What follows belongs to an exercise in optimizing a design on an open flow for small area, a short achievable clock period and few clock cycles per item; a production flow would make more cautious choices.
Where RTL was checked, it was by simulation tests only, not by an equivalence proof against the original.
Function not checked in run 4: the RTL went through the layout flow alone.
Power figures rest on the tool's default switching activity, not on a simulated workload.

File: flow/run.sh
#!/bin/bash
# Own layout flow: the standard flow, with every input and output port
# buffered by the smallest buffer (sky130_fd_sc_hd__buf_1) instead of the
# resizer's default choice. Everything else is the standard.sh.
set -euo pipefail
export BUFFER_PORTS_ARGS="-buffer_cell sky130_fd_sc_hd__buf_1"
bash standard.sh finish > flow_standard.log 2>&1 || { tail -50 flow_standard.log; exit 1; }
tail -5 flow_standard.log
File: standard.sh
#!/bin/bash
# synth_recipe.tcl (not shown) runs the flow's synth.tcl, then flattens the netlist and writes it again
# the make line also repeats each setting of config.mk as NAME=value (left out here)
make -C /OpenROAD-flow-scripts/flow DESIGN_CONFIG=/design/flow/config.mk WORK_HOME=/design/flow/orfs CLKGATE_MAP_FILE= SYNTH_SCRIPT=/design/flow/synth_recipe.tcl "${@:-finish}"
File: config.mk
export PLATFORM = sky130hd
export DESIGN_NAME = audio_resample_packetizer_unit
export DESIGN_NICKNAME = audio_resample_packetizer_unit
export VERILOG_FILES = /design/flow/design.v
export SDC_FILE = /design/flow/constraint.sdc
export NUM_CORES = 4
export LEC_CHECK = 0
export CAP_MARGIN = 20
export CORE_MARGIN = 2
export CORE_UTILIZATION = 55
export CTS_BUF_LIST = sky130_fd_sc_hd__clkbuf_8
export GPL_TIMING_DRIVEN = 0
export PLACE_DENSITY = 0.7
export SETUP_SLACK_MARGIN = 4.3
export SLEW_MARGIN = 20
File: constraint.sdc
create_clock -name core_clock -period 8.0 [get_ports {clk_i}]
set_input_delay 1.6000 -clock core_clock [delete_from_list [all_inputs] [get_ports {clk_i}]]
set_output_delay 1.6000 -clock core_clock [all_outputs]
set_load 0.01 [all_outputs]
File: design.v
`default_nettype none
package arp_pkg;
  localparam int unsigned PACKET_FRAMES = 960;
  localparam int unsigned OUTPUT_RATE   = 48000;
  localparam int unsigned MIN_RATE      = 8000;
  localparam int unsigned RATE_W  = 19;
  localparam int unsigned PHASE_W = 20;   
  localparam int unsigned FRAME_W = 10;
  localparam int unsigned CFG_W   = 19;
  localparam int unsigned CIDX_W  = 2;
  localparam logic [CIDX_W-1:0] REG_SOURCE_RATE   = 2'd0;
  localparam logic [CIDX_W-1:0] REG_SAMPLE_FORMAT = 2'd1;
  localparam logic [CIDX_W-1:0] REG_STEREO_SOURCE = 2'd2;
  localparam logic [1:0] FMT_FLOAT = 2'd0;
  localparam logic [1:0] FMT_PCM16 = 2'd1;
  localparam logic [1:0] FMT_PCM32 = 2'd2;
  localparam logic [1:0] FMT_NONE  = 2'd3;
endpackage
`default_nettype wire
`default_nettype none
module arp_conv_pre (
  input  wire logic [31:0] raw_i,
  input  wire logic [1:0]  fmt_i,
  output logic      [15:0] v_o,      
  output logic      [3:0]  u_o,      
  output logic             st_o,     
  output logic             sgn_o,    
  output logic             big_o,    
  output logic             tiny_o    
);
  logic [7:0]  ex;
  logic [23:0] mant, q;
  logic [8:0]  mh;
  logic        nz14, b;
  logic [7:0]  x8, y8;
  logic        eq_ff, eq_00;
  arp_add #(.W(24)) u_sub (
    .a_i (mant),
    .b_i ({15'h7FFF, ~mh}),
    .c_i (!b),
    .s_o (q)
  );
  always_comb begin
    ex   = raw_i[30:23];
    mant = {1'b1, raw_i[22:0]};
    mh   = mant[23:15];
    nz14 = |mant[13:0];
    b    = mant[14] && (nz14 || mh[0]);
    x8    = mant[7:0];
    y8    = ~mh[7:0];
    eq_ff = &(x8 ^ y8);
    eq_00 = (x8 ^ y8) == {x8[6:0] | y8[6:0], 1'b0};
    st_o  = b ? !eq_00 : !eq_ff;
    u_o    = 4'(8'd126 - ex);
    sgn_o  = raw_i[31] && !((ex == 8'hFF) && (raw_i[22:0] != 23'd0));
    big_o  = ex >= 8'd127;
    tiny_o = ex <= 8'd110;
    case (fmt_i)
      arp_pkg::FMT_FLOAT: v_o = q[23:8];
      arp_pkg::FMT_PCM16: v_o = raw_i[15:0];
      default:            v_o = raw_i[31:16];
    endcase
  end
endmodule
module arp_conv_post (
  input  wire logic [15:0] v_i,
  input  wire logic [3:0]  u_i,
  input  wire logic        st_i,
  input  wire logic        sgn_i,
  input  wire logic        big_i,
  input  wire logic        tiny_i,
  input  wire logic        float_i,
  output logic      [15:0] sample_o
);
  logic [15:0] sh1, sh2, sh3, sh4, af, fin;
  logic        g2, s2, r2, rf;
  arp_add #(.W(16)) u_inc (
    .a_i (af ^ {16{sgn_i}}),
    .b_i (16'd0),
    .c_i (rf ^ sgn_i),
    .s_o (fin)
  );
  always_comb begin
    sh1   = u_i[3] ? {8'd0, v_i[15:8]} : v_i;
    sh2   = u_i[2] ? {4'd0, sh1[15:4]} : sh1;
    sh3   = u_i[1] ? {2'd0, sh2[15:2]} : sh2;
    sh4   = u_i[0] ? {1'd0, sh3[15:1]} : sh3;
    g2    = sh4[0];
    s2    = st_i | (u_i[3] && (|v_i[7:0])) | (u_i[2] && (|sh1[3:0]))
          | (u_i[1] && (|sh2[1:0])) | (u_i[0] && sh3[0]);
    r2    = g2 && (s2 || sh4[1]);
    if (big_i) begin
      af = 16'h7FFF;
      rf = 1'b0;
    end else if (tiny_i) begin
      af = 16'h0000;
      rf = 1'b0;
    end else begin
      af = {1'b0, sh4[15:1]};
      rf = r2;
    end
    sample_o = float_i ? fin : v_i;
  end
endmodule
`default_nettype wire
`default_nettype none
module arp_add #(
  parameter int unsigned W = 8
) (
  input  wire logic [W-1:0] a_i,
  input  wire logic [W-1:0] b_i,
  input  wire logic         c_i,
  output logic      [W-1:0] s_o
);
  localparam int unsigned L = (W > 16) ? 5 : (W > 8) ? 4 : (W > 4) ? 3 : (W > 2) ? 2 : 1;
  logic [W-1:0] p;
  logic [L:0][W-1:0] gg;
  logic [L:0][W-1:0] pp;
  logic [W-1:0] cy;
  always_comb begin
    p     = a_i ^ b_i;
    gg[0] = a_i & b_i;
    pp[0] = p;
    for (int l = 0; l < L; l++) begin
      gg[l+1] = gg[l];
      pp[l+1] = pp[l];
      for (int i = 0; i < W; i++) begin
        if ((i >> l) & 1) begin
          gg[l+1][i] = gg[l][i] | (pp[l][i] & gg[l][((i >> l) << l) - 1]);
          pp[l+1][i] = pp[l][i] & pp[l][((i >> l) << l) - 1];
        end
      end
    end
    cy[0] = c_i;
    for (int i = 1; i < W; i++) cy[i] = gg[L][i-1] | (pp[L][i-1] & c_i);
    s_o = p ^ cy;
  end
endmodule
`default_nettype wire
`default_nettype none
module audio_resample_packetizer_unit (
  input  wire logic                       clk_i,
  input  wire logic                       rst_ni,
  input  wire logic                       in_valid_i,
  output logic                            in_ready_o,
  input  wire logic [31:0]                in_first_channel_i,
  input  wire logic [31:0]                in_second_channel_i,
  input  wire logic                       in_buffer_start_i,
  input  wire logic                       in_silent_i,
  input  wire logic [63:0]                in_time_ns_i,
  output logic                            out_valid_o,
  input  wire logic                       out_ready_i,
  output logic [15:0]                     out_left_sample_o,
  output logic [15:0]                     out_right_sample_o,
  output logic [15:0]                     out_packet_sequence_o,
  output logic                            out_first_of_packet_o,
  output logic                            out_last_of_packet_o,
  output logic [63:0]                     out_packet_time_ns_o,
  output logic                            out_last_of_run_o,
  input  wire logic                       cfg_we_i,
  input  wire logic [arp_pkg::CIDX_W-1:0] cfg_index_i,
  input  wire logic [arp_pkg::CFG_W-1:0]  cfg_wdata_i
);
  localparam int unsigned PW = arp_pkg::PHASE_W;
  localparam int unsigned RW = arp_pkg::RATE_W;
  localparam logic [PW-1:0] NEG_OUT = 20'hF4480;
  logic [RW-1:0] rate_q;
  logic [1:0]    fmt_q;
  logic          stereo_q;
  logic [RW-1:0] wrate;
  assign wrate = (cfg_wdata_i[RW-1:0] < RW'(arp_pkg::MIN_RATE))
               ? RW'(arp_pkg::MIN_RATE) : cfg_wdata_i[RW-1:0];
  always_ff @(posedge clk_i or negedge rst_ni) begin
    if (!rst_ni) begin
      rate_q   <= RW'(arp_pkg::OUTPUT_RATE);
      fmt_q    <= arp_pkg::FMT_FLOAT;
      stereo_q <= 1'b1;
    end else if (cfg_we_i) begin
      unique case (cfg_index_i)
        arp_pkg::REG_SOURCE_RATE:   rate_q   <= wrate;
        arp_pkg::REG_SAMPLE_FORMAT: fmt_q    <= cfg_wdata_i[1:0];
        arp_pkg::REG_STEREO_SOURCE: stereo_q <= cfg_wdata_i[0];
        default: ;
      endcase
    end
  end
  logic [15:0] pv1, pv2, i_v1, i_v2;
  logic [3:0]  pu1, pu2, i_u1, i_u2;
  logic        pst1, pst2, psg1, psg2, pbg1, pbg2, ptn1, ptn2;
  logic        i_st1, i_st2, i_sg1, i_sg2, i_bg1, i_bg2, i_tn1, i_tn2;
  logic        i_v, i_start, i_silent;
  logic [63:0] t_q;
  arp_conv_pre u_pre1 (
    .raw_i (in_first_channel_i), .fmt_i (fmt_q),
    .v_o (pv1), .u_o (pu1), .st_o (pst1), .sgn_o (psg1), .big_o (pbg1), .tiny_o (ptn1)
  );
  arp_conv_pre u_pre2 (
    .raw_i (in_second_channel_i), .fmt_i (fmt_q),
    .v_o (pv2), .u_o (pu2), .st_o (pst2), .sgn_o (psg2), .big_o (pbg2), .tiny_o (ptn2)
  );
  logic               e_v, e_prod;
  logic [15:0]        e_l, e_r;
  logic [PW-1:0]      d_q, dn_q;
  logic [arp_pkg::FRAME_W-1:0] fip_q;
  logic [15:0]        seq_q;
  logic               first_q, plast_q, near_q;
  logic below, last, ov, take, step, fin, e_free, load_e, i_prod;
  logic [PW-1:0] res, rm, res_m, res_r, dn_r;
  logic [15:0]   cl, cr;
  assign below  = d_q[PW-1];
  assign last   = !dn_q[PW-1];
  assign ov     = e_v && below && e_prod;
  assign take   = ov && out_ready_i;
  assign step   = e_v && below && (take || !e_prod);
  assign fin    = e_v && (!below || (last && step));
  assign e_free = !e_v || fin;
  assign load_e = e_free && i_v;
  assign i_prod = i_silent || (fmt_q != arp_pkg::FMT_NONE);
  function automatic logic [1:0] ready_terms(
    input logic iv, input logic iprod, input logic ev, input logic bel,
    input logic lst, input logic eprod, input logic nr
  );
    logic h, en, et;
    h  = !(iv && !iprod) && !(ev && bel && !eprod && !lst);
    en = !ev || !bel || (lst && !eprod);
    et = ev && bel && eprod && lst;
    ready_terms = {h && (iv ? (!nr && en) : (!nr || en)),
                   h && et && !(iv && nr)};
  endfunction
  logic          rdy_now_q, rdy_take_q;
  logic          nx_iv, nx_isil, nx_iprod, nx_ev, nx_eprod, nx_near;
  logic [1:0]    nx_fmt, nx_rdy;
  logic [PW-1:0] nx_d, nx_dn;
  assign in_ready_o = rdy_now_q || (rdy_take_q && out_ready_i);
  logic          i_load;
  logic [1:0]    cur_rdy;
  assign cur_rdy = ready_terms(i_v, i_prod, e_v, below, last, e_prod, near_q);
  assign i_load  = cur_rdy[1] || (cur_rdy[0] && out_ready_i);
  assign res = below ? dn_q : d_q;
  assign rm  = PW'(rate_q) + NEG_OUT;
  arp_add #(.W(PW)) u_res_m (.a_i(res),  .b_i(NEG_OUT),     .c_i(1'b0), .s_o(res_m));
  arp_add #(.W(PW)) u_res_r (.a_i(res),  .b_i(rm),          .c_i(1'b0), .s_o(res_r));
  arp_add #(.W(PW)) u_dn_r  (.a_i(dn_q), .b_i(PW'(rate_q)), .c_i(1'b0), .s_o(dn_r));
  arp_conv_post u_post1 (
    .v_i (i_v1), .u_i (i_u1), .st_i (i_st1), .sgn_i (i_sg1), .big_i (i_bg1), .tiny_i (i_tn1),
    .float_i (fmt_q == arp_pkg::FMT_FLOAT), .sample_o (cl)
  );
  arp_conv_post u_post2 (
    .v_i (i_v2), .u_i (i_u2), .st_i (i_st2), .sgn_i (i_sg2), .big_i (i_bg2), .tiny_i (i_tn2),
    .float_i (fmt_q == arp_pkg::FMT_FLOAT), .sample_o (cr)
  );
  always_comb begin
    nx_iv    = i_load ? in_valid_i : (i_v && !load_e);
    nx_isil  = i_load ? in_silent_i : i_silent;
    nx_fmt   = (cfg_we_i && cfg_index_i == arp_pkg::REG_SAMPLE_FORMAT)
             ? cfg_wdata_i[1:0] : fmt_q;
    nx_iprod = nx_isil || (nx_fmt != arp_pkg::FMT_NONE);
    nx_ev    = load_e || (e_v && !fin);
    nx_eprod = load_e ? i_prod : e_prod;
    nx_near  = take ? (!plast_q && (fip_q >= arp_pkg::FRAME_W'(arp_pkg::PACKET_FRAMES - 13)))
                    : near_q;
    nx_d  = d_q;
    nx_dn = dn_q;
    if (load_e) begin
      nx_d  = i_start ? NEG_OUT : res_m;
      nx_dn = i_start ? rm : res_r;
    end else if (fin) begin
      nx_d  = res;
    end else if (step) begin
      nx_d  = dn_q;
      nx_dn = dn_r;
    end
    nx_rdy = ready_terms(nx_iv, nx_iprod, nx_ev, nx_d[PW-1], !nx_dn[PW-1], nx_eprod, nx_near);
  end
  always_ff @(posedge clk_i) begin
    if (i_load) begin
      i_v1     <= pv1;
      i_u1     <= pu1;
      i_st1    <= pst1;
      i_sg1    <= psg1;
      i_bg1    <= pbg1;
      i_tn1    <= ptn1;
      i_v2     <= pv2;
      i_u2     <= pu2;
      i_st2    <= pst2;
      i_sg2    <= psg2;
      i_bg2    <= pbg2;
      i_tn2    <= ptn2;
      i_start  <= in_buffer_start_i;
      i_silent <= in_silent_i;
      t_q      <= in_time_ns_i;
    end
    dn_q <= nx_dn;
    if (load_e) begin
      e_l    <= i_silent ? 16'd0 : cl;
      e_r    <= i_silent ? 16'd0 : (stereo_q ? cr : cl);
      e_prod <= i_prod;
    end
  end
  always_ff @(posedge clk_i or negedge rst_ni) begin
    if (!rst_ni) begin
      i_v     <= 1'b0;
      e_v     <= 1'b0;
      d_q     <= '0;
      fip_q   <= '0;
      seq_q   <= '0;
      first_q <= 1'b1;
      plast_q <= 1'b0;
      near_q  <= 1'b0;
      rdy_now_q  <= 1'b1;
      rdy_take_q <= 1'b0;
    end else begin
      rdy_now_q  <= nx_rdy[1];
      rdy_take_q <= nx_rdy[0];
      near_q     <= nx_near;
      if (i_load) i_v <= in_valid_i;
      else if (load_e) i_v <= 1'b0;
      e_v  <= nx_ev;
      d_q  <= nx_d;
      if (take) begin
        if (plast_q) begin
          fip_q <= '0;
          seq_q <= seq_q + 16'd1;
        end else begin
          fip_q <= fip_q + arp_pkg::FRAME_W'(1);
        end
        first_q <= plast_q;
        plast_q <= (fip_q == arp_pkg::FRAME_W'(arp_pkg::PACKET_FRAMES - 2));
      end
    end
  end
  assign out_valid_o           = ov;
  assign out_left_sample_o     = e_l;
  assign out_right_sample_o    = e_r;
  assign out_packet_sequence_o = seq_q;
  assign out_first_of_packet_o = first_q;
  assign out_last_of_packet_o  = plast_q;
  assign out_packet_time_ns_o  = plast_q ? t_q : 64'd0;
  assign out_last_of_run_o     = last;
endmodule
`default_nettype wire
==> results of run 1 <==
[where the power goes]
part	internal, uW	switching (uW)
Sequential	1970	375
Clock	664	549
Combinational	1890	2420
Total	4520	3350
[worst max-delay path by stage]
stage | slack (ns) | cells after the start | startpoint | to
6_report | 4.15 | 12 | in_first_channel_i[2] | i_v1[13]$_DFFE_PP_
4_1_cts | 4.22 | 13 | in_first_channel_i[5] | i_v1[12]$_DFFE_PP_
3_3_place_gp | 1.09 | 8 | out_ready_i | rdy_take_q$_DFF_PN0_
3_5_place_dp | 2.84 | 13 | in_first_channel_i[16] | i_v1[13]$_DFFE_PP_
2_1_floorplan | 2.46 | 7 | out_ready_i | rdy_take_q$_DFF_PN0_
5_1_grt | 4.02 | 12 | in_first_channel_i[2] | i_v1[13]$_DFFE_PP_
[through the flow]
step | util, % | worst slack [ns] | area, um^2
floorplan | - | 2.46 | 17400
global placement | 61.6 | 1.09 | 18900
detailed placement | 62.1 | 2.84 | 19000
CTS | 66.6 | 4.22 | 20400
global route | 68.4 | 4.02 | 21000
finish | 68.4 | 4.15 | 21000
[cells by family after synthesis]
family                     after synthesis
buffers and inverters                  173
xor gates and xnor gates               135
muxes                                  123
and+or+nand+nor                        576
DFF                                    242
AOI/OAI and AO/OA                      404
adders and majority gates               89
[final cells by class]
class	instances	area (um^2)	share of cell area, %
multi-input combinational	1327	10200	48.5
sequential	242	6870	32.8
timing repair buffer	335	1770	8.44
clock buffer	49	674	3.21
tap	396	495	2.36
buffer	94	469	2.24
inverter	79	307	1.46
clock inverter	30	224	1.07
[sequential cells by signal (all words and copies together), names as in the netlist, 2 cells and up]
name	count
i_u1	4
fip_q	10
fmt_q	2
i_u2	4
d_q	20
i_v1	16
dn_q	20
e_r	16
e_l	16
i_v2	16
seq_q	16
rate_q	19
t_q	64
[layer usage]
layer  wire length [um]  GRT usage [%]
met2              24100           50.2
met5                 27              0
met3               4360           6.35
met4               1560           10.1
met1              21600           41.3
[timing repair]
item                                    in CTS  in global routing
hold buffers                                 0                  0
endpoints found under the setup margin     101                 73
buffers inserted                            25                 30
pin swaps                                   28                 28
gates resized for setup                     74                 98
[cell usage in the layout (no fill, tap or decap), types with 20 or more instances in the layout]
cell type,synthesis,routed
mux2_2,37,35
edfxtp_1,164,164
o21ai_0,84,73
ha_1,79,67
nor2_1,126,124
and2_1,80,79
clkbuf_8,0,50
xor2_1,27,27
nor2b_1,23,23
nand2b_1,33,32
a21oi_1,112,101
nand2_1,138,135
dfrtp_1,65,65
mux4_2,29,29
inv_1,76,79
mux2i_1,48,47
xnor2_1,108,103
buf_1,9,248
nor3_1,26,23
nor4_1,25,22
o22ai_1,20,20
buf_4,4,55
nand3_1,36,33
clkbuf_1,68,57
a21o_1,23,23
==> results_dict.tcl, run 1 <==
set metrics [dict create \
    status "no timing/DRC/antenna violations" \
    p_per_area_nw_per_um2 375 \
    synth_top_family_by_area "simple AND/OR/NAND/NOR gates" \
    row_count 64 \
    die-area_um2 32700 \
    hold_viol_final 0 \
    ys_top_cells_by_count "edfxtp_1, nand2_1, nor2_1, a21oi_1, xnor2_1" \
    cts_buffers 44 \
    period_needed_ns 3.85 \
    ir_drop_mv 0.185 \
    drtPass1Iterations 6 \
    fin_nets 2368 \
    syn_nets 1987 \
    start_util_pct 56.0 \
    hp-start "seq_q[15]$_DFFE_PN0P_" \
    clk_latency_ns 0.58 \
    coreArea_um2 30700 \
    drt_wl_total_mm 51.7 \
    synth_area_per_cell_um2 9.86 \
    path_max_fanout 4 \
    die_h_um 181 \
    finalMaxSlewViolations 0 \
    setup_viol 0 \
    worstHoldEndpoint "seq_q[15]$_DFFE_PN0P_" \
    viasPerCell 6.01 \
    synth_cell_types 84 \
    finalNonFillerCells 2552 \
    crit_path_end_kind "register" \
    r2r-end "dn_q[12]$_DFFE_PP_" \
    drt_iter0_drc 1295 \
    worstSetupPathType "input port to register" \
    reg2reg_from "d_q[19]$_DFF_PN0_" \
    ys_ff_latch 242 \
    io_pins 273 \
    yosysTopAreaCell "edfxtp_1" \
    synth_compound_area_share_pct 15.3 \
    cap_violations 0 \
    yosys.area_share.simple_pct 17.2 \
    tightestPinTransition_ns 1.05 \
    yosysMostFrequentCell "edfxtp_1" \
    critPathBufInv 2 \
    min_path_type "register to register" \
    hold_ws_ns 0.476 \
    gp_congestion 0.927 \
    n_fill_cell 2476 \
    ys_warn_count 6 \
    clk_path_buf_depth 3 \
    synthAdderAreaFrac_pct 6.92 \
    netlist_area_um2 17200 \
    startpoint_type "input port" \
    clock-sinks 242 \
    power.total_uw 7870 \
    wl_per_cell_um 20.3 \
    drive_gt1_share_pct 17.1 \
    grt_use_total_pct 30.8 \
    synth_edf_count 164 \
    relSlewSlack_pct 30.2 \
    skew_ns 0.0445 \
    vias 15345 \
    p_leak_uw 0.00833 \
    worst_path_largest_cell_delay_ns 0.51 \
    ys_async_sr_fraction_pct 31.0 \
    hold_path_depth 1 \
    yosysSeqAreaShare_pct 40.0 \
    clk_pin_slew_ns 0.06 \
    crit_slowest_cell "or4_4" \
    fmax_mhz 260 \
    fin_crit_sh_pct 48.1 \
    place_hpwl_mm 38.9 \
    grt_setup_unrepaired "true" \
    path_cells "clkbuf_4 -> inv_1 -> ha_4 -> a21o_1 -> a21oi_2 -> o211ai_1 -> a21bo_2 -> or4_4 -> nor4_4 -> nand3_2 -> xnor2_2 -> a221oi_2" \
    synthCells 1742 \
    yosys-top-cells-area "edfxtp_1, dfrtp_1, ha_1" \
    dp.cells 2418 \
    ant_nets 0 \
    synthFlopType "edfxtp_1" \
    n_antenna_cell 0 \
    cts_tree "built" \
    grt_pass1_wl_mm 81.1 \
    crit_family "simple AND/OR/NAND/NOR gates" \
    worst-endpoint-required_ns 8.39 \
    antenna_found_initial 2 \
    grt_pass1_vias 15167 \
    grt_max_degree 42 \
    grt-ovfl-total 0 \
    synth.mux.area_fraction_pct 9.64 \
    io_buffers 271 \
    cts_max_level 2 \
    drcViolationCount 0 \
    ctsRootBufferMaster "clkbuf_8" \
    setup-tns-final_ns 0 \
    synth_xor_xnor_area_share_pct 6.88 \
    syn2layout_area_growth_pct 22.2 \
    cp.arrival_ns 4.23 \
    die_w_um 181 \
    worst-r2r-setup-slack_ns 4.20 \
    reg2regPathDepth 21 \
    synth.top_cell.area_share_pct 28.7 \
]
Testbench counts, summed over its fixed seeds: cycles 10,882, items 6,400.
==> inputs of run 2 (changes only) <==
--- a/config.mk
+++ b/config.mk
@@ -9,7 +9,7 @@
 export CORE_MARGIN = 2
 export CORE_UTILIZATION = 55
 export CTS_BUF_LIST = sky130_fd_sc_hd__clkbuf_8
-export GPL_TIMING_DRIVEN = 0
+export CTS_CLUSTER_SIZE = 20
 export PLACE_DENSITY = 0.7
 export SETUP_SLACK_MARGIN = 4.3
 export SLEW_MARGIN = 20
==> results_dict.tcl, run 2 <==
set metrics [dict create \
    final_cell_mix "buf_1, edfxtp_1, nand2_1, nor2_1, xnor2_1" \
    n_fill_cell 2497 \
    ys_top_cells_by_count "edfxtp_1, nand2_1, nor2_1, a21oi_1, xnor2_1" \
    regMostFlops "t_q" \
    multiInputGateArea_um2 10100 \
    syn_nets 1987 \
    final_common_cell "buf_1" \
    syn2layout_area_growth_pct 18.6 \
    min_path_type "register to register" \
    ys_async_sr_fraction_pct 31.0 \
    synthFlopType "edfxtp_1" \
    period_needed_ns 3.76 \
    hp-start "seq_q[15]$_DFFE_PN0P_" \
    cts_buffers 43 \
    finalNonFillerCells 2477 \
    largest_reg_flops 64 \
    drt_wl_total_mm 48.2 \
    p_leak_uw 0.00810 \
    clock-sinks 242 \
    cts_tree "built" \
    drcViolationCount 0 \
    synth_xor_xnor_area_share_pct 6.88 \
    setup-tns-final_ns 0 \
    finalMaxSlewViolations 0 \
    dp.cells 2333 \
    grt_setup_unrepaired "true" \
    die_w_um 181 \
    drt_iter0_drc 1363 \
    fmax_mhz 266 \
    gp_congestion 0.930 \
    antenna_found_initial 3 \
    yosys.area_share.simple_pct 17.2 \
    ir_drop_mv 0.182 \
    crit_path_end_kind "register" \
    io_pins 273 \
    synth.mux.area_fraction_pct 9.64 \
    cap_violations 0 \
    netlist_area_um2 17200 \
    regArea_um2 6880 \
    startpoint_type "input port" \
    synth.top_cell.area_share_pct 28.7 \
    yosys-top-cells-area "edfxtp_1, dfrtp_1, ha_1" \
    synth_cell_types 84 \
    ys_warn_count 6 \
    skew_ns 0.0403 \
    clk_latency_ns 0.62 \
    worst-endpoint-required_ns 8.34 \
    p_per_area_nw_per_um2 363 \
    wl_per_cell_um 19.5 \
    synth_area_per_cell_um2 9.86 \
    synth_edf_count 164 \
    ant_nets 0 \
    path_max_fanout 4 \
    fin_crit_sh_pct 47.0 \
    row_count 64 \
    grt_use_total_pct 28.6 \
    synthAdderAreaFrac_pct 6.92 \
    drive_gt1_share_pct 16.1 \
    drtPass1Iterations 6 \
    synth_top_family_by_area "simple AND/OR/NAND/NOR gates" \
    tightestPinTransition_ns 1.01 \
    largest_registers "t_q (64), d_q (20), dn_q (20)" \
    die-area_um2 32700 \
    grt_pass1_wl_mm 75.8 \
    yosysTopAreaCell "edfxtp_1" \
    hold_viol_final 0 \
    yosysSeqAreaShare_pct 40.0 \
    ctsRootBufferMaster "clkbuf_8" \
    viasPerCell 6.03 \
    synth_compound_area_share_pct 15.3 \
    synthCells 1742 \
    clk_path_buf_depth 3 \
    die_h_um 181 \
    ys_ff_latch 242 \
    grt_max_degree 75 \
    setup_viol 0 \
    fin_nets 2289 \
    cts_max_level 2 \
    cp.arrival_ns 4.10 \
    start_util_pct 56.0 \
    vias 14924 \
    io_buffers 272 \
    yosysMostFrequentCell "edfxtp_1" \
    grt-ovfl-total 0 \
    relSlewSlack_pct 32.7 \
    place_hpwl_mm 34.4 \
    coreArea_um2 30700 \
    worstSetupPathType "input port to register" \
    startpoint "in_first_channel_i[0]" \
    grt_pass1_vias 14133 \
    reg2reg_from "i_u2[2]$_DFFE_PP_" \
    status "no timing/DRC/antenna violations" \
    clk_pin_slew_ns 0.06 \
]
[run 2: cell count changes in the layout (fill, tap and decap cells not counted), moves of 7 or more]
| cell | previous run | this run |
|---|---|---|
| inv_1 | 79 | 87 |
| buf_8 | 10 | 2 |
| clkbuf_2 | 16 | 7 |
| clkbuf_1 | 57 | 0 |
| buf_4 | 55 | 72 |
| buf_1 | 248 | 241 |
[run 2: cell type report]
| cell class | count | area share (%) |
|---|---|---|
| sequential | 242 | 33.8 |
| clock inverter | 35 | 0.860 |
| antenna | 3 | 0.0369 |
| multi-input combinational | 1328 | 49.6 |
| clock buffer | 44 | 2.97 |
| tap | 396 | 2.43 |
| inverter | 79 | 1.51 |
| timing repair buffer | 350 | 8.85 |
[run 2: power by group]
| part | switching [uW] | internal [uW] |
|---|---|---|
| registers | 469 | 1970 |
| clock network | 540 | 522 |
| logic | 2170 | 1730 |
| total | 3180 | 4220 |
[run 2: path summary, 6_finish.rpt]
check | cells past startpoint | slack (ns) | to
max | 13 | 4.24 | i_v1[15]$_DFFE_PP_
min | 1 | 0.48 | seq_q[15]$_DFFE_PN0P_
max reg2reg | 11 | 4.37 | e_r[11]$_SDFFCE_PP0P_
min reg2reg | 1 | 0.48 | seq_q[15]$_DFFE_PN0P_
max in group asynchronous | 2 | 6.01 | fmt_q[0]$_DFFE_PN0P_
min in group asynchronous | 1 | 0.82 | seq_q[8]$_DFFE_PN0P_
[run 2: timing repair]
action,4_1_cts,5_1_grt
hold buffers,0,0
gates resized for setup,53,84
pin swaps,12,33
setup buffers,25,35
setup endpoints to repair,64,56
gates cloned,1,1
[run 2: per-layer routing]
layer  part of all wire, %  GRT usage, %  vias to the layer above
met5                 0.027             0                        -
met4                   2.6          8.06                        2
met3                   8.0          6.15                      112
met2                    47          45.6                      651
met1                    42          39.4                     7148
li1                      -             -                     7011
[run 2: worst max-delay path: stages]
cell and delay (ns):
clkbuf_2 0.15, ha_2 0.20, a21o_1 0.16, a21o_1 0.16, a21oi_2 0.15, o211ai_1 0.16
a21bo_2 0.25, or4_4 0.52, buf_6 0.14, nor3_4 0.14, nand2_2 0.09, o31ai_2 0.26
o21ai_1 0.09
[run 2: stage by stage]
stage | area (um^2) | setup slack [ns] | power (uW) | utilization (%) | hold WS (ns)
2_1_floorplan | 17400 | 2.46 | 5120 | - | 0.463
3_3_place_gp | 18600 | 3.12 | 5880 | 60.6 | 0.462
3_5_place_dp | 18600 | 3.07 | 5990 | 60.6 | 0.465
4_1_cts | 19800 | 4.30 | 7180 | 64.4 | 0.481
5_1_grt | 20400 | 4.17 | 7920 | 66.4 | 0.512
6_report | 20400 | 4.24 | 7400 | 66.4 | 0.480
[run 2: kinds of logic (layout without fill, tap and decap cells)]
kind of cell | Yosys count | in the layout
buf+inv | 173 | 508
mux | 123 | 124
compound gates | 404 | 404
simple gates | 576 | 576
fa+ha+maj | 89 | 89
other cells | 0 | 3
flops | 242 | 242
xor+xnor | 135 | 135
==> inputs of run 3 (changes only) <==
--- a/config.mk
+++ b/config.mk
@@ -9,7 +9,6 @@
 export CORE_MARGIN = 2
 export CORE_UTILIZATION = 55
 export CTS_BUF_LIST = sky130_fd_sc_hd__clkbuf_8
-export CTS_CLUSTER_SIZE = 20
 export PLACE_DENSITY = 0.7
 export SETUP_SLACK_MARGIN = 4.3
 export SLEW_MARGIN = 20
==> results_dict.tcl, run 3 <==
set metrics [dict create \
    worstSetupPathType "input port to register" \
    ys_async_sr_fraction_pct 31.0 \
    setup_viol 0 \
    startpoint_type "input port" \
    ys_warn_count 6 \
    place_hpwl_mm 34.4 \
    reg2reg_from "i_u2[2]$_DFFE_PP_" \
    p_switching_uw 3170 \
    clk_latency_ns 0.61 \
    syn_nets 1987 \
    cts_tree "built" \
    drt_iter0_drc 1305 \
    p_per_area_nw_per_um2 366 \
    wl_per_cell_um 19.5 \
    p_int_uw 4250 \
    largest_registers "t_q (64), d_q (20), dn_q (20)" \
    io_buffers 272 \
    drcViolationCount 0 \
    final_cell_mix "buf_1, edfxtp_1, nand2_1, nor2_1, xnor2_1" \
    final_common_cell "buf_1" \
    setup-tns-final_ns 0 \
    yosysSeqAreaShare_pct 40.0 \
    drive_gt1_share_pct 15.4 \
    gp_congestion 0.930 \
    ir_drop_mv 0.174 \
    row_count 64 \
    n_fill_cell 2509 \
    hold_buffers 0 \
    dp.cells 2333 \
    grt_pass1_vias 14124 \
    r2r-end "e_r[11]$_SDFFCE_PP0P_" \
    reg2regPathDepth 11 \
    clk_path_buf_depth 3 \
    grt_setup_unrepaired "true" \
    finalMaxSlewViolations 0 \
    ys_top_cells_by_count "edfxtp_1, nand2_1, nor2_1, a21oi_1, xnor2_1" \
    fin_nets 2289 \
    startpoint "in_first_channel_i[0]" \
    skew_ns 0.0271 \
    ant_nets 0 \
    yosysMostFrequentCell "edfxtp_1" \
    clk_pin_slew_ns 0.06 \
    layout_setup_ws_ns 4.26 \
    ctsRootBufferMaster "clkbuf_8" \
    synth.top_cell.area_share_pct 28.7 \
    cp.arrival_ns 4.06 \
    drt_wl_total_mm 48.3 \
    grt_pass1_wl_mm 75.8 \
    die-area_um2 32700 \
    period_needed_ns 3.74 \
    synth_edf_count 164 \
    die_h_um 181 \
    grt_use_total_pct 28.6 \
    status "no timing/DRC/antenna violations" \
    finalNonFillerCells 2476 \
    dp_worst_setup_slack_ns 3.07 \
    drtPass1Iterations 5 \
    largest_reg_flops 64 \
    start_util_pct 56.0 \
    ys_ff_latch 242 \
    yosys-top-cells-area "edfxtp_1, dfrtp_1, ha_1" \
    p_leak_uw 0.00807 \
    syn2layout_area_growth_pct 18.1 \
    utilization_pct 66.2 \
    min_path_type "register to register" \
    relSlewSlack_pct 33.3 \
    clock-sinks 242 \
    cts_max_level 2 \
    endpoint "i_v1[15]$_DFFE_PP_" \
    antenna_found_initial 3 \
    coreArea_um2 30700 \
    fin_crit_sh_pct 46.8 \
    worst-r2r-setup-slack_ns 4.37 \
    regMostFlops "t_q" \
    worst-endpoint-required_ns 8.32 \
    tightestPinTransition_ns 1.00 \
    synthCells 1742 \
    path_max_fanout 4 \
    synthFlopType "edfxtp_1" \
    synth_cell_types 84 \
    regArea_um2 6880 \
    cap_violations 0 \
    cts_buffers 43 \
    multiInputGateArea_um2 10000 \
    seq_power_share_pct 32.9 \
    grt-ovfl-total 0 \
    viasPerCell 6.00 \
    netlist_area_um2 17200 \
    power_frac_comb_pct 52.5 \
    vias 14849 \
    grt_max_degree 75 \
    switching_share_pct 42.8 \
    p_clk_share_pct 14.6 \
    synth_area_per_cell_um2 9.86 \
    fmax_mhz 267 \
    yosysTopAreaCell "edfxtp_1" \
    hold_viol_final 0 \
    die_w_um 181 \
    crit_path_end_kind "register" \
    io_pins 273 \
]
[run 3: stage by stage]
stage	total power, uW	cell area [um^2]	hold slack [ns]
final	7420	20300	0.480
after detailed placement	5990	18600	0.465
after CTS	7200	19800	0.481
after global routing	7950	20300	0.512
after floorplan	5120	17400	0.463
after global placement	5880	18600	0.462
[run 3: layout make-up]
cell class	instances	share of cell area, %
clock inverter	35	0.956
antenna	2	0.0247
multi-input combinational	1328	49.3
tap	396	2.44
inverter	79	1.52
timing repair buffer	350	8.86
clock buffer	44	2.98
sequential	242	33.9
[run 3: worst min-delay path by stage]
stage	to	slack, ns	depth (start not counted)	from
after global routing	seq_q[15]$_DFFE_PN0P_	0.51	1	seq_q[15]$_DFFE_PN0P_
after detailed placement	seq_q[15]$_DFFE_PN0P_	0.47	1	seq_q[15]$_DFFE_PN0P_
after CTS	seq_q[15]$_DFFE_PN0P_	0.48	1	seq_q[15]$_DFFE_PN0P_
after global placement	seq_q[15]$_DFFE_PN0P_	0.46	1	seq_q[15]$_DFFE_PN0P_
after floorplan	rate_q[9]$_DFFE_PN1P_	0.46	2	rate_q[9]$_DFFE_PN1P_
final	seq_q[15]$_DFFE_PN0P_	0.48	1	seq_q[15]$_DFFE_PN0P_
[run 3: repair_timing]
item	CTS	global route
buffers inserted	24	36
cloned	1	1
setup endpoints to repair	65	56
pin swaps	12	27
resized for setup	53	66
[run 3: metal layers]
metal | vias to the layer above | share of wire, % | GRT usage [%]
met5 | - | 0.033 | 0
met4 | 2 | 2.1 | 7.52
met3 | 89 | 8.1 | 6.19
met2 | 656 | 47 | 45.9
met1 | 7099 | 42 | 39.4
li1 | 7003 | - | -
[run 3: kinds of logic after synthesis]
kind of cell | count (synthesis) | synth area share, %
AO/OA/AOI/OAI | 404 | 15.3
XOR/XNOR | 135 | 6.88
adder cells (fa/ha/maj) | 89 | 6.92
buffers and inverters | 173 | 4.04
flip-flops | 242 | 40.0
multiplexers | 123 | 9.64
AND/OR/NAND/NOR | 576 | 17.2
[run 3: critical path, stage by stage]
cell,delay [ns]
clkbuf_2,0.13
ha_1,0.21
a21o_1,0.17
a21o_1,0.16
a21oi_2,0.15
o211ai_1,0.14
a21bo_2,0.24
or4_4,0.52
buf_6,0.14
nor3_4,0.14
nand2_2,0.09
o31ai_2,0.26
o21ai_1,0.09
[run 3: power by group through the flow]
| stage | combinational, uW | clock, uW | sequential (uW) |
|---|---|---|---|
| after global placement | 3400 | 0 | 2480 |
| after CTS | 3650 | 1110 | 2440 |
| after floorplan | 2860 | 0 | 2250 |
| after detailed placement | 3490 | 0 | 2490 |
| final | 3900 | 1090 | 2440 |
| after global routing | 4290 | 1170 | 2490 |
==> inputs of run 4 (changes only) <==
--- a/design.v
+++ b/design.v
@@ -30,16 +30,25 @@
 );
   logic [7:0]  ex;
   logic [23:0] mant, q;
+  logic [9:0]  lo;
+  logic [14:0] hd;
   logic [8:0]  mh;
   logic        nz14, b;
   logic [7:0]  x8, y8;
   logic        eq_ff, eq_00;
-  arp_add #(.W(24)) u_sub (
-    .a_i (mant),
-    .b_i ({15'h7FFF, ~mh}),
+  arp_add #(.W(10)) u_lo (
+    .a_i ({1'b0, mant[8:0]}),
+    .b_i ({1'b0, ~mh}),
     .c_i (!b),
-    .s_o (q)
+    .s_o (lo)
   );
+  arp_add #(.W(15)) u_dec (
+    .a_i (mant[23:9]),
+    .b_i (15'h7FFF),
+    .c_i (1'b0),
+    .s_o (hd)
+  );
+  assign q = {lo[9] ? mant[23:9] : hd, lo[8:0]};
   always_comb begin
     ex   = raw_i[30:23];
     mant = {1'b1, raw_i[22:0]};
==> results_dict.tcl, run 4 <==
set metrics [dict create \
    status "no timing/DRC/antenna violations" \
    drcViolationCount 0 \
    regMostFlops "t_q" \
    worstSetupPathType "register to register" \
    coreArea_um2 31600 \
    p_per_area_nw_per_um2 367 \
    switching_share_pct 43.7 \
    tightestPinTransition_ns 1.16 \
    grt_max_degree 84 \
    met3_usage_pct 5.55 \
    startpoint_type "register" \
    setup_viol 0 \
    cts_buffers 44 \
    hold_path_depth 1 \
    r2r-end "e_r[7]$_SDFFCE_PP0P_" \
    die_w_um 184 \
    netlist_area_um2 17700 \
    fmax_mhz 262 \
    ys_ff_latch 242 \
    final_common_cell "buf_1" \
    utilization_pct 66.1 \
    yosysSeqAreaShare_pct 38.8 \
    clock-sinks 242 \
    critPathBufInv 2 \
    drtPass1Iterations 6 \
    hp-start "seq_q[15]$_DFFE_PN0P_" \
    drt_wl_total_mm 53.0 \
    synth.top_cell.area_share_pct 27.8 \
    viasPerCell 6.24 \
    min_path_type "register to register" \
    grt-ovfl-total 0 \
    hold_viol_final 0 \
    path_max_fanout 16 \
    seq_power_share_pct 30.9 \
    grt_pass1_vias 15443 \
    path_cells "buf_6 -> bufbuf_16 -> nand2b_1 -> mux4_2 -> or3_4 -> a311oi_4 -> o21ai_2 -> mux2_4 -> or3_1 -> a311oi_2 -> a21o_1" \
    fin_nets 2372 \
    place_hpwl_mm 37.5 \
    worst-endpoint-required_ns 8.41 \
    fin_crit_sh_pct 47.8 \
    grt_use_total_pct 31.2 \
    ys_async_sr_fraction_pct 31.0 \
    ir_drop_mv 0.216 \
    grt_use_met1_pct 43.2 \
    worstHoldEndpoint "seq_q[15]$_DFFE_PN0P_" \
    use_met2_pct 49.1 \
    cts_tree "built" \
    die-area_um2 33700 \
    fin_area_um2 20900 \
    yosysMostFrequentCell "edfxtp_1" \
    power_frac_comb_pct 53.5 \
    synth_cell_types 86 \
    final_cell_mix "buf_1, edfxtp_1, nand2_1, nor2_1, inv_1" \
    worst-r2r-setup-slack_ns 4.18 \
    clk_pin_slew_ns 0.06 \
    synth_edf_count 164 \
    wl_per_cell_um 20.7 \
    p_int_uw 4320 \
    ys_top_cells_by_count "edfxtp_1, nand2_1, nor2_1, a21oi_1, inv_1" \
    grt_pass1_wl_mm 83.3 \
    placed_cell_area_um2 19100 \
    reg2regPathDepth 11 \
    antenna_found_initial 1 \
    busiest_layer "met2" \
    reg2reg_from "i_u1[2]$_DFFE_PP_" \
    crit_slowest_cell "mux4_2" \
    grt_setup_unrepaired "true" \
    worst_path_largest_cell_delay_ns 0.51 \
    yosysTopAreaCell "edfxtp_1" \
    gp_congestion 0.978 \
    ant_nets 0 \
    row_count 65 \
    p_switching_uw 3350 \
    ys_warn_count 7 \
    setup-tns-final_ns 0 \
    hold_buffers 0 \
    cts_max_level 2 \
    drt_iter0_drc 1622 \
    finalMaxSlewViolations 0 \
    synthCells 1822 \
    syn_nets 2075 \
    io_buffers 272 \
    period_needed_ns 3.82 \
    p_leak_uw 0.00836 \
    clk_path_buf_depth 3 \
    largest_reg_flops 64 \
    drive_gt1_share_pct 14.6 \
    cap_violations 0 \
    crit_family "compound AO/OA/AOI/OAI gates" \
    vias 15959 \
    syn2layout_area_growth_pct 17.9 \
    die_h_um 184 \
    cp.arrival_ns 4.24 \
    skew_ns 0.0457 \
    synthFlopType "edfxtp_1" \
    clk_latency_ns 0.60 \
    yosys-top-cells-area "edfxtp_1, dfrtp_1, ha_1" \
    start_util_pct 56.1 \
    n_antenna_cell 0 \
    p_clk_share_pct 15.6 \
    largest_registers "t_q (64), d_q (20), dn_q (20)" \
    synth_area_per_cell_um2 9.73 \
    ctsRootBufferMaster "clkbuf_8" \
    crit_path_end_kind "register" \
    io_pins 273 \
    relSlewSlack_pct 22.8 \
]
[run 4: cell count changes after synthesis, moves of 9 or more]
cell / before / now
nand2_1: 138 / 152
xnor2_1: 108 / 79
mux2_2: 37 / 47
inv_1: 76 / 97
clkbuf_1: 68 / 79
and3_1: 9 / 18
nand4_1: 19 / 33
o211ai_1: 18 / 9
nor3b_1: 10 / 19
nor3_1: 26 / 40
nand2b_1: 33 / 18
xor2_1: 27 / 40
a21oi_1: 112 / 98
[run 4: cell type report]
class	count	area, um^2
fill	2588	10700
multi-input combinational	1382	10500
sequential	242	6880
timing repair buffer	350	1700
clock buffer	50	688
tap	402	503
inverter	99	390
clock inverter	32	203
[run 4: what timing repair did]
item                                    4_1_cts  5_1_grt
endpoints found under the setup margin       46       41
pin swaps                                    13       19
resized for setup                            40       52
buffers inserted                             42       17
gates cloned                                  2        0
[run 4: metrics by stage]
stage	total power, uW	setup slack, ns	cells	hold slack [ns]
2_1_floorplan	5060	2.35	1822	0.463
3_3_place_gp	5910	3.66	2414	0.456
3_5_place_dp	6010	3.62	2414	0.462
4_1_cts	7460	4.29	2540	0.474
5_1_grt	8180	4.09	2557	0.477
6_report	7680	4.18	2557	0.474
[run 4: power by group through the flow]
stage	registers, uW	logic [uW]	clock network [uW]
6_report	2370	4100	1200
5_1_grt	2430	4480	1280
4_1_cts	2370	3860	1230
3_5_place_dp	2470	3540	0
3_3_place_gp	2460	3450	0
2_1_floorplan	2230	2830	0
[run 4: per-layer routing]
metal	routed length (um)	up-vias
li1	-	7393
met2	24300	792
met5	14	-
met1	22400	7654
met4	1800	2
met3	4480	118
[run 4: cells by family after synthesis]
group	synth area share (%)
AOI/OAI and AO/OA	16.5
muxes	9.02
and+or+nand+nor	18.1
xor gates and xnor gates	5.88
buffers and inverters	4.48
DFF	38.8
adders and majority gates	7.27
[run 4: worst max-delay path by stage]
stage | to | from | depth (start not counted)
4_1_cts | e_r[11]$_SDFFCE_PP0P_ | i_u1[2]$_DFFE_PP_ | 12
2_1_floorplan | rdy_now_q$_DFF_PN1_ | out_ready_i | 9
6_report | e_r[7]$_SDFFCE_PP0P_ | i_u1[2]$_DFFE_PP_ | 11
3_3_place_gp | i_v1[2]$_DFFE_PP_ | in_first_channel_i[16] | 12
5_1_grt | e_r[11]$_SDFFCE_PP0P_ | i_u1[2]$_DFFE_PP_ | 11
3_5_place_dp | i_v1[2]$_DFFE_PP_ | in_first_channel_i[16] | 12

-- afterwards: timing with drivers on the ports --
In the flow no input, the clock included, has a driving cell. The finished layouts below were timed again as built, in two steps.
Step 1 sets driving cells, clkbuf_16 on the clock port and buf_2 on the other inputs (assumed; they add their load-dependent delay and slew).
Step 2, shift: input delay + t, output delay - t, t = (earliest + latest rising clock arrival at the registers) / 2. This alone moves slack from input paths to output paths.
a / b / c = ideal ports / drivers / drivers and shift; a / b = the first two.
| run | t (ns) | slack for setup (ns) | hold WS [ns] | latest minus earliest clock arrival (ns) | worst data-port slew with drivers (ns) |
|---|---|---|---|---|---|
| run 1 | 0.611 | 4.153 / 4.142 / 3.532 | 0.476 / 0.476 / 0.476 | 0.045 / 0.045 | 0.11 |
| run 2 | 0.644 | 4.236 / 4.238 / 3.594 | 0.480 / 0.480 / 0.480 | 0.040 / 0.040 | 0.11 |
| run 3 | 0.634 | 4.260 / 4.264 / 3.630 | 0.480 / 0.480 / 0.480 | 0.032 / 0.032 | 0.09 |
| run 4 | 0.630 | 4.177 / 4.177 / 3.755 | 0.474 / 0.474 / 0.474 | 0.046 / 0.046 | 0.09 |
After both steps every run listed still meets setup and hold. For run 2, which loses most, drivers alone change the setup slack by +0.002 ns; drivers and shift together by -0.642 ns.
